From an optimization exercise on the open Yosys and OpenROAD flow, aimed at small area, a short achievable clock period and few clock cycles per item; shortcuts taken in it are not production practice. The RTL was checked by simulation tests, not by an equivalence proof against the original design.

==> flow/design.v, too long to show whole: its modules and the start of the top module <==
// module ex_stage_mdu: 190 lines
// module mdu_mul33: 2240 lines
module ex_stage_mdu (
    input  logic        clock,
    input  logic        reset,
    input  logic        in_valid,
    output logic        in_ready,
    input  logic [4:0]  op,
    input  logic [31:0] operand_a,
    input  logic [31:0] operand_b,
    input  logic [1:0]  fwd_sel_a,
    input  logic [1:0]  fwd_sel_b,
    input  logic [31:0] wb_data,
    input  logic        is_jump,
    input  logic [31:0] pt_wdata_in,
    input  logic [4:0]  pt_rd_in,
    input  logic [31:0] pt_pc_in,
    input  logic        mem_stall,
    input  logic        flush,
    output logic        out_valid,
    output logic [31:0] res_out,
    output logic [31:0] pt_wdata_out,
    output logic [4:0]  pt_rd_out,
    output logic [31:0] pt_pc_out,
    output logic        redirect_valid,
    output logic [31:0] redirect_addr,
    output logic        busy
);
  // ...
==> flow/run.sh <==
#!/bin/bash
# synth_recipe.tcl (not shown) runs the flow's synth.tcl, then flattens the netlist and writes it again
# the make line also repeats each setting of config.mk as NAME=value (left out here)
make -C /OpenROAD-flow-scripts/flow DESIGN_CONFIG=/design/flow/config.mk WORK_HOME=/design/flow/orfs CLKGATE_MAP_FILE= SYNTH_SCRIPT=/design/flow/synth_recipe.tcl finish
==> flow/config.mk <==
export PLATFORM = sky130hd
export DESIGN_NAME = ex_stage_mdu
export DESIGN_NICKNAME = ex_stage_mdu
export VERILOG_FILES = /design/flow/design.v
export SDC_FILE = /design/flow/constraint.sdc
export NUM_CORES = 4
export LEC_CHECK = 0
export CAP_MARGIN = 20
export CORE_MARGIN = 2
export CORE_UTILIZATION = 30
export SLEW_MARGIN = 40
==> flow/constraint.sdc <==
create_clock -name core_clock -period 16.0 [get_ports {clock}]
set_input_delay 3.2000 -clock core_clock [delete_from_list [all_inputs] [get_ports {clock}]]
set_output_delay 3.2000 -clock core_clock [all_outputs]
set_load 0.01 [all_outputs]
==> flow_summary.yaml, run 1 <==
outcome:
  status: "finished clean"
detailed_routing:
  wl_met3_um: 25200
  wire_per_inst_um: 28.4
  wl_met2_um: 133000
  vias: 61166
floorplan:
  start_util: 0.302
place:
  dp_cells: 10450
  globalplace.congestion: 1.09
final_layout:
  nClkBuffers: 46
  syn_to_final_growth_pct: 23.6
  inv_count: 714
  clkCellAreaFrac: 0.0160
sta:
  min_period_over_period: 0.988
  report.final.setup_viol: 0
synthesis:
  synth_cell_types: 116
  syn_area_per_cell_sq_um: 8.20
  netlist_area_sq_um: 58800
  synth_seq_area_share: 0.131
  yosys.area_share.simple: 0.124
worst_setup_path:
  setup.worst_path.class: "in -> out"
  critPathLaunchType: "primary input"
  crit_arrival_ps: 12610
clock_network:
  cts_tree: "done"
  clock-root-buffer: "clkbuf_16"
min_path:
  worstHoldStart: "d_wdata[26]"
Testbench counts, summed over its fixed seeds: cycles 170,793, instrs 160,000.
==> module ex_stage_mdu, before the edit <==
module ex_stage_mdu (
    input  logic        clock,
    input  logic        reset,
    input  logic        in_valid,
    output logic        in_ready,
    input  logic [4:0]  op,
    input  logic [31:0] operand_a,
    input  logic [31:0] operand_b,
    input  logic [1:0]  fwd_sel_a,
    input  logic [1:0]  fwd_sel_b,
    input  logic [31:0] wb_data,
    input  logic        is_jump,
    input  logic [31:0] pt_wdata_in,
    input  logic [4:0]  pt_rd_in,
    input  logic [31:0] pt_pc_in,
    input  logic        mem_stall,
    input  logic        flush,
    output logic        out_valid,
    output logic [31:0] res_out,
    output logic [31:0] pt_wdata_out,
    output logic [4:0]  pt_rd_out,
    output logic [31:0] pt_pc_out,
    output logic        redirect_valid,
    output logic [31:0] redirect_addr,
    output logic        busy
);
    localparam int K = 4;
    localparam int CW = 3;             
    logic [31:0] op_a, op_b;
    always_comb begin
        case (fwd_sel_a)
            2'd1:    op_a = res_out;
            2'd2:    op_a = wb_data;
            default: op_a = operand_a;
        endcase
        case (fwd_sel_b)
            2'd1:    op_b = res_out;
            2'd2:    op_b = wb_data;
            default: op_b = operand_b;
        endcase
    end
    logic is_div, is_single, is_mul, is_mulh, fire;
    assign is_div    = (op == 5'd14) || (op == 5'd15) || (op == 5'd16) || (op == 5'd17);
    assign is_single = (op <= 5'd13);
    assign is_mul    = (op >= 5'd10) && (op <= 5'd13);
    assign is_mulh   = (op >= 5'd11) && (op <= 5'd13);
    assign in_ready  = reset && !busy && !mem_stall;
    assign fire      = in_valid && in_ready;
    logic [32:0] ma, mb;
    logic [63:0] prod;
    assign ma = {op_a[31] && ((op == 5'd11) || (op == 5'd12)), op_a};
    assign mb = {op_b[31] && (op == 5'd11), op_b};
    mdu_mul33 u_mul (.a(ma), .b(mb), .p(prod));
    logic        sub;
    logic [32:0] sum;
    logic        lt_s, lt_u;
    assign sub  = (op != 5'd0);
    assign sum  = {1'b0, op_a} + {1'b0, op_b ^ {32{sub}}} + {32'd0, sub};
    assign lt_u = !sum[32];
    assign lt_s = (op_a[31] == op_b[31]) ? sum[31] : op_a[31];
    logic [4:0]  shamt;
    logic [31:0] sh_in, sh_rev, sh_out, sh_res;
    logic        sh_left, sh_fill;
    assign shamt   = op_b[4:0];
    assign sh_left = (op == 5'd5);
    assign sh_fill = (op == 5'd7) && op_a[31];
    always_comb begin
        for (int i = 0; i < 32; i++) sh_rev[i] = op_a[31-i];
    end
    assign sh_in  = sh_left ? sh_rev : op_a;
    assign sh_out = 32'($signed({sh_fill, sh_in}) >>> shamt);
    always_comb begin
        for (int i = 0; i < 32; i++) sh_res[i] = sh_left ? sh_out[31-i] : sh_out[i];
    end
    logic [31:0] alu_misc, alu_res;
    always_comb begin
        case (op)
            5'd0, 5'd1: alu_misc = sum[31:0];
            5'd2:       alu_misc = op_a & op_b;
            5'd3:       alu_misc = op_a | op_b;
            5'd4:       alu_misc = op_a ^ op_b;
            5'd5, 5'd6, 5'd7: alu_misc = sh_res;
            5'd8:       alu_misc = {31'd0, lt_s};
            5'd9:       alu_misc = {31'd0, lt_u};
            default:    alu_misc = 32'd0;
        endcase
    end
    assign alu_res = !is_mul ? alu_misc : (is_mulh ? prod[63:32] : prod[31:0]);
    assign redirect_valid = fire && is_jump && is_single;
    assign redirect_addr  = redirect_valid ? {alu_res[31:1], 1'b0} : 32'd0;
    logic        d_signed, d_remop, a_neg, b_neg, b_zero, d_fast;
    logic [31:0] abs_a, abs_b;
    assign d_signed = (op == 5'd14) || (op == 5'd16);
    assign d_remop  = (op == 5'd16) || (op == 5'd17);
    assign a_neg    = d_signed && op_a[31];
    assign b_neg    = d_signed && op_b[31];
    assign abs_a    = a_neg ? (~op_a + 32'd1) : op_a;
    assign abs_b    = b_neg ? (~op_b + 32'd1) : op_b;
    assign b_zero   = (op_b == 32'd0);
    assign d_fast   = b_zero || (abs_a < abs_b);
    logic [31:0] fast_res;
    assign fast_res = d_remop ? op_a : {32{b_zero}};
    function automatic logic [5:0] clz32(input logic [31:0] x);
        logic [5:0] n;
        n = 6'd32;
        for (int i = 0; i < 32; i++) if (x[i]) n = 31 - i;
        clz32 = n;
    endfunction
    logic [5:0] clz_a, clz_b, pdiff;
    logic [2:0] m1;
    assign clz_a = clz32(abs_a);
    assign clz_b = clz32(abs_b);
    assign pdiff = clz_b - clz_a;            
    assign m1    = pdiff[4:2];               
    logic [63:0] norm;
    assign norm = {4'd0, abs_a, 28'd0} >> {m1, 2'b00};
    logic [31:0] rem, quo, dvs;
    logic [CW-1:0] cnt;
    logic        q_neg, r_sel;
    logic [31:0] d_wdata, d_pc;
    logic [4:0]  d_rd;
    logic [31:0] rem_s [0:K];
    logic [31:0] quo_s [0:K];
    logic [32:0] diff_s [0:K-1];
    always_comb begin
        rem_s[0] = rem;
        quo_s[0] = quo;
        for (int s = 0; s < K; s++) begin
            diff_s[s]  = {rem_s[s], quo_s[s][31]} - {1'b0, dvs};
            rem_s[s+1] = diff_s[s][32] ? {rem_s[s][30:0], quo_s[s][31]} : diff_s[s][31:0];
            quo_s[s+1] = {quo_s[s][30:0], !diff_s[s][32]};
        end
    end
    logic [31:0] d_pick, div_res;
    assign d_pick  = r_sel ? rem_s[K] : quo_s[K];
    assign div_res = q_neg ? (~d_pick + 32'd1) : d_pick;
    logic wr_single, wr_fast, start_div, wr_div, step;
    assign wr_single = fire && !flush && !is_div;
    assign wr_fast   = fire && !flush && is_div && d_fast;
    assign start_div = fire && !flush && is_div && !d_fast;
    assign wr_div    = busy && !flush && !mem_stall && (cnt == '0);
    assign step      = busy && ((cnt != '0) || !mem_stall);
    always_ff @(posedge clock) begin
        if (start_div) begin
            rem     <= norm[63:32];
            quo     <= norm[31:0];
            dvs     <= abs_b;
            cnt     <= m1;
            q_neg   <= d_remop ? a_neg : (a_neg ^ b_neg);
            r_sel   <= d_remop;
            d_wdata <= pt_wdata_in;
            d_rd    <= pt_rd_in;
            d_pc    <= pt_pc_in;
        end else if (step) begin
            rem <= rem_s[K];
            quo <= quo_s[K];
            cnt <= cnt - 1'b1;
        end
    end
    always_ff @(posedge clock or negedge reset) begin
        if (!reset) begin
            busy         <= 1'b0;
            out_valid    <= 1'b0;
            res_out      <= '0;
            pt_wdata_out <= '0;
            pt_rd_out    <= '0;
            pt_pc_out    <= '0;
        end else begin
            if (flush) begin
                busy      <= 1'b0;
                out_valid <= 1'b0;
            end else begin
                if (start_div) busy <= 1'b1;
                else if (wr_div) busy <= 1'b0;
                if (!mem_stall) out_valid <= wr_single || wr_fast || wr_div;
            end
            if (wr_single || wr_fast) begin
                res_out      <= wr_single ? alu_res : fast_res;
                pt_wdata_out <= pt_wdata_in;
                pt_rd_out    <= pt_rd_in;
                pt_pc_out    <= pt_pc_in;
            end else if (wr_div) begin
                res_out      <= div_res;
                pt_wdata_out <= d_wdata;
                pt_rd_out    <= d_rd;
                pt_pc_out    <= d_pc;
            end
        end
    end
endmodule
==> run 2: changes to the inputs <==
--- a/flow/design.v
+++ b/flow/design.v
@@ -133,6 +133,8 @@
     end
-    logic [31:0] d_pick, div_res;
+    logic [31:0] d_pick, d_held, div_res;
+    logic        fix;
     assign d_pick  = r_sel ? rem_s[K] : quo_s[K];
-    assign div_res = q_neg ? (~d_pick + 32'd1) : d_pick;
-    logic wr_single, wr_fast, start_div, wr_div, step;
+    assign d_held  = r_sel ? rem : quo;
+    assign div_res = fix ? (~d_held + 32'd1) : d_pick;
+    logic wr_single, wr_fast, start_div, wr_div, step, last;
     assign wr_single = fire && !flush && !is_div;
@@ -140,4 +142,5 @@
     assign start_div = fire && !flush && is_div && !d_fast;
-    assign wr_div    = busy && !flush && !mem_stall && (cnt == '0);
-    assign step      = busy && ((cnt != '0) || !mem_stall);
+    assign last      = (cnt == '0);
+    assign wr_div    = busy && !flush && !mem_stall && (fix || (last && !q_neg));
+    assign step      = busy && !fix && (!last || q_neg || !mem_stall);
     always_ff @(posedge clock) begin
@@ -148,2 +151,3 @@
             cnt     <= m1;
+            fix     <= 1'b0;
             q_neg   <= d_remop ? a_neg : (a_neg ^ b_neg);
@@ -157,2 +161,3 @@
             cnt <= cnt - 1'b1;
+            if (last) fix <= 1'b1;
         end
==> flow/flow/run.sh (new file) <==
#!/bin/bash
# Standard ORFS layout; ports are buffered with a regular buffer instead of
# the delay cell buffer_ports picks by default.
set -euo pipefail
bash standard.sh "BUFFER_PORTS_ARGS=-buffer_cell sky130_fd_sc_hd__buf_4" finish > orfs_make.log 2>&1
==> flow/standard.sh (new file) <==
#!/bin/bash
# synth_recipe.tcl (not shown) runs the flow's synth.tcl, then flattens the netlist and writes it again
# the make line also repeats each setting of config.mk as NAME=value (left out here)
make -C /OpenROAD-flow-scripts/flow DESIGN_CONFIG=/design/flow/config.mk WORK_HOME=/design/flow/orfs CLKGATE_MAP_FILE= SYNTH_SCRIPT=/design/flow/synth_recipe.tcl "${@:-finish}"
--- a/flow/config.mk
+++ b/flow/config.mk
@@ -10,2 +10,3 @@
 export CORE_UTILIZATION = 30
+export SETUP_SLACK_MARGIN = 0.15
 export SLEW_MARGIN = 40
removed: flow/run.sh
==> run 2 against run 1 <==
Register-to-register slack gained 570 ps. First-iteration DRC count shrank 6.1%. Non-clock buffer count shrank 340. Cell count shrank 3.3%.
==> flow_summary.yaml, run 2 <==
place:
  dp_hpwl_um: 251000
  globalplace.congestion: 1.06
  io_buffers: 315
  post-place-ws_ps: 36.4
  dp_cells: 10129
sta:
  rsz0062_at_grt: "false"
  drv_slew: 0
  fin_worst_skew_ps: 37.8
  finalSetupTns_ps: 0
  min_period_over_period: 0.981
  report.final.setup_viol: 0
  hold_viol: 0
  relSlewSlack: 0.353
  fmax_mhz: 63.7
  setup_slack_ps: 302
  tightest_slew_ps: 960
  fin_hold_ws_ps: 535
  fin_crit_ps: 15700
synthesis:
  synth_top_area_cell: "fa_1"
  synth_cell_types: 121
  synth_edf_count: 170
  yosysWarnings: 4
  yosys-top-cells-count: "xnor2_1, inv_1, fa_1, nand2_1, nor2_1"
  synth_seq_area_share: 0.129
  syn_inst: 7169
  synth-seq-cells: 274
  ys_top_cells_by_area: "fa_1, xnor2_1, ha_1"
  yosysMostFrequentCell: "xnor2_1"
  ys.flop_type: "edfxtp_1"
  netlist_area_sq_um: 59700
  synthArstFlopShare: 0.376
  synth_nets: 8236
  yosysTopAreaCellShare: 0.159
  syn_area_per_cell_sq_um: 8.33
clock_network:
  clockBufferDepth: 3
  insertion_delay_ps: 620
  cts_sinks: 274
  cts_made_buffers: 29
  clock-root-buffer: "clkbuf_16"
  htree_levels: 1
  clk_pin_slew_worst_paths_ps: 60
  cts_hold_buf: 0
  cts_tree: "done"
detailed_routing:
  wire_per_inst_um: 30.1
  drcViolationCount: 0
  ant_nets: 0
  drtPass1Iterations: 8
  vias: 59750
  drt_iter0_markers: 6734
  viasPerCell: 5.86
  wl_um: 307000
worst_setup_path:
  cp.required_ps: 12800
  slowest_delay_ps: 540
  r2r.worst_path.cells: 54
  end_kind: "output port"
  setup.worst_path.class: "in -> out"
  crit_arrival_ps: 12500
  critPathLaunchType: "primary input"
  crit_path_top_delay_cell: "fa_1"
  crit_top_cell: "fa_1"
  rrSetupSlack_ps: 1080
  path_max_fanout: 14
floorplan:
  start_util: 0.302
  std_cell_rows: 163
  fp.coreArea_sq_um: 198000
  die_h_um: 450
  dieArea_sq_um: 203000
  io_pins: 317
  die_w_um: 450
min_path:
  hold_path_class: "reg -> reg"
  holdPathStages: 2
grt:
  grt_start_max_net_pins: 97
  grt_pass1_vias: 58725
  grt_pass1_wl_um: 433000
  grt_use_total: 0.292
  grt_overflow_total: 0
  antenna_found_initial: 15
final_layout:
  utilization: 0.350
  final-seq-area_sq_um: 7700
  multiInputGateArea_sq_um: 47900
  mostFrequentLayoutCell: "buf_4"
  final_layout_size_suffix_gt1_frac: 0.150
  nets: 8598
  stdcell_count: 10200
  layout_common_cells: "buf_4, xnor2_1, inv_1"
  fillerInstances: 20573
  syn_to_final_growth_pct: 15.8
flow_run:
  cap_viol_max_count: 0
outcome:
  status: "finished clean"
## run 2: cell count changes after synthesis, moves of 42 or more
cell,change
o21ai_0,+74
nand2_1,-111
nor2_1,-42
a22oi_1,-92
nor3_1,+44
buf_1,+43
mux2i_1,+98
clkbuf_1,-75
## run 2: per-layer routing
metal  share of wire  wire [um]  vias up  GRT usage
met4           0.083      25500       10      0.198
met1            0.38     117000    29815      0.357
met3           0.077      23600      733     0.0407
met5         0.00022         68        -          0
met2            0.46     140000     3055      0.477
li1                -          -    26137          -
## run 2: cell families (layout without fill, tap and decap cells)
group / Yosys count / count (layout) / synth area share
other: 2 / 8 / 0.000126
multiplexers: 291 / 291 / 0.0520
adder cells (fa/ha/maj): 887 / 887 / 0.245
XOR/XNOR: 832 / 832 / 0.123
AO/OA/AOI/OAI: 2166 / 2166 / 0.252
flip-flops: 274 / 274 / 0.129
AND/OR/NAND/NOR: 1511 / 1511 / 0.120
buffers and inverters: 1206 / 1591 / 0.0788
## run 2: per-stage QoR
step	instance area (sq um)
global route	69100
CTS	69000
global placement	67800
floorplan	59700
finish	69200
detailed placement	67900
## run 2: timing repair
item / in CTS / in global routing
setup buffers: 0 / 10
resized for setup: 2 / 15
pin swaps: 0 / 4
endpoints found under the setup margin: 3 / 24
## run 2: final timing paths
path | from | end
setup / recovery | fwd_sel_a[0] | redirect_addr[18]
hold / removal | out_valid | out_valid
setup reg to reg | dvs[1] | res_out[30]
hold reg to reg | out_valid | out_valid
max in group asynchronous | reset | pt_pc_out[11]
min in group asynchronous | reset | pt_wdata_out[31]
## run 2: layout make-up
type / instances / share of cell area
Antenna cell: 6 / 0.000217
Clock buffer: 38 / 0.0113
Clock inverter: 16 / 0.00320
Inverter: 720 / 0.0393
Multi-Input combinational cell: 5689 / 0.692
Sequential cell: 274 / 0.111
Tap cell: 2640 / 0.0478
Timing Repair Buffer: 817 / 0.0946
## run 2: worst max-delay path: cells and delay by family
kind / cells / cell delay, ps
compound gates: 10 / 2530
xor+xnor: 2 / 740
fa+ha+maj: 8 / 3740
buf+inv: 10 / 1700
simple gates: 4 / 500
Testbench counts of run 2, summed over its fixed seeds: cycles 171,617, instrs 160,000.

## port drivers added, routing unchanged
Ports are ideal in the flow. The routed layouts listed here were re-timed in OpenROAD. Step 1: set_driving_cell puts a clkbuf_16 on clock and a buf_2 on each other input, an assumption about the parent block. Step 2 adds t to the input delays and takes it off the output delays; t is the mean of the earliest and latest rising clock arrival at the registers after step 1. Input paths then give back, and output paths get back, about the clock's delay inside the block. a / b / c = no drivers / after step 1 / after step 2; a / b = the first two.
run | t, ns | slack for setup (ns) | latest minus earliest clock arrival (ns) | cell pins on the clock port's net
run 1 | 0.635 | 0.188 / 0.057 / 0.057 | 0.044 / 0.044 | 1
run 2 | 0.673 | 0.302 / 0.273 / 0.273 | 0.038 / 0.038 | 1
After both steps every run listed still meets setup and hold. The setup slack of run 1, which loses most, moves by -0.131 ns with the drivers and by -0.131 ns with both steps.
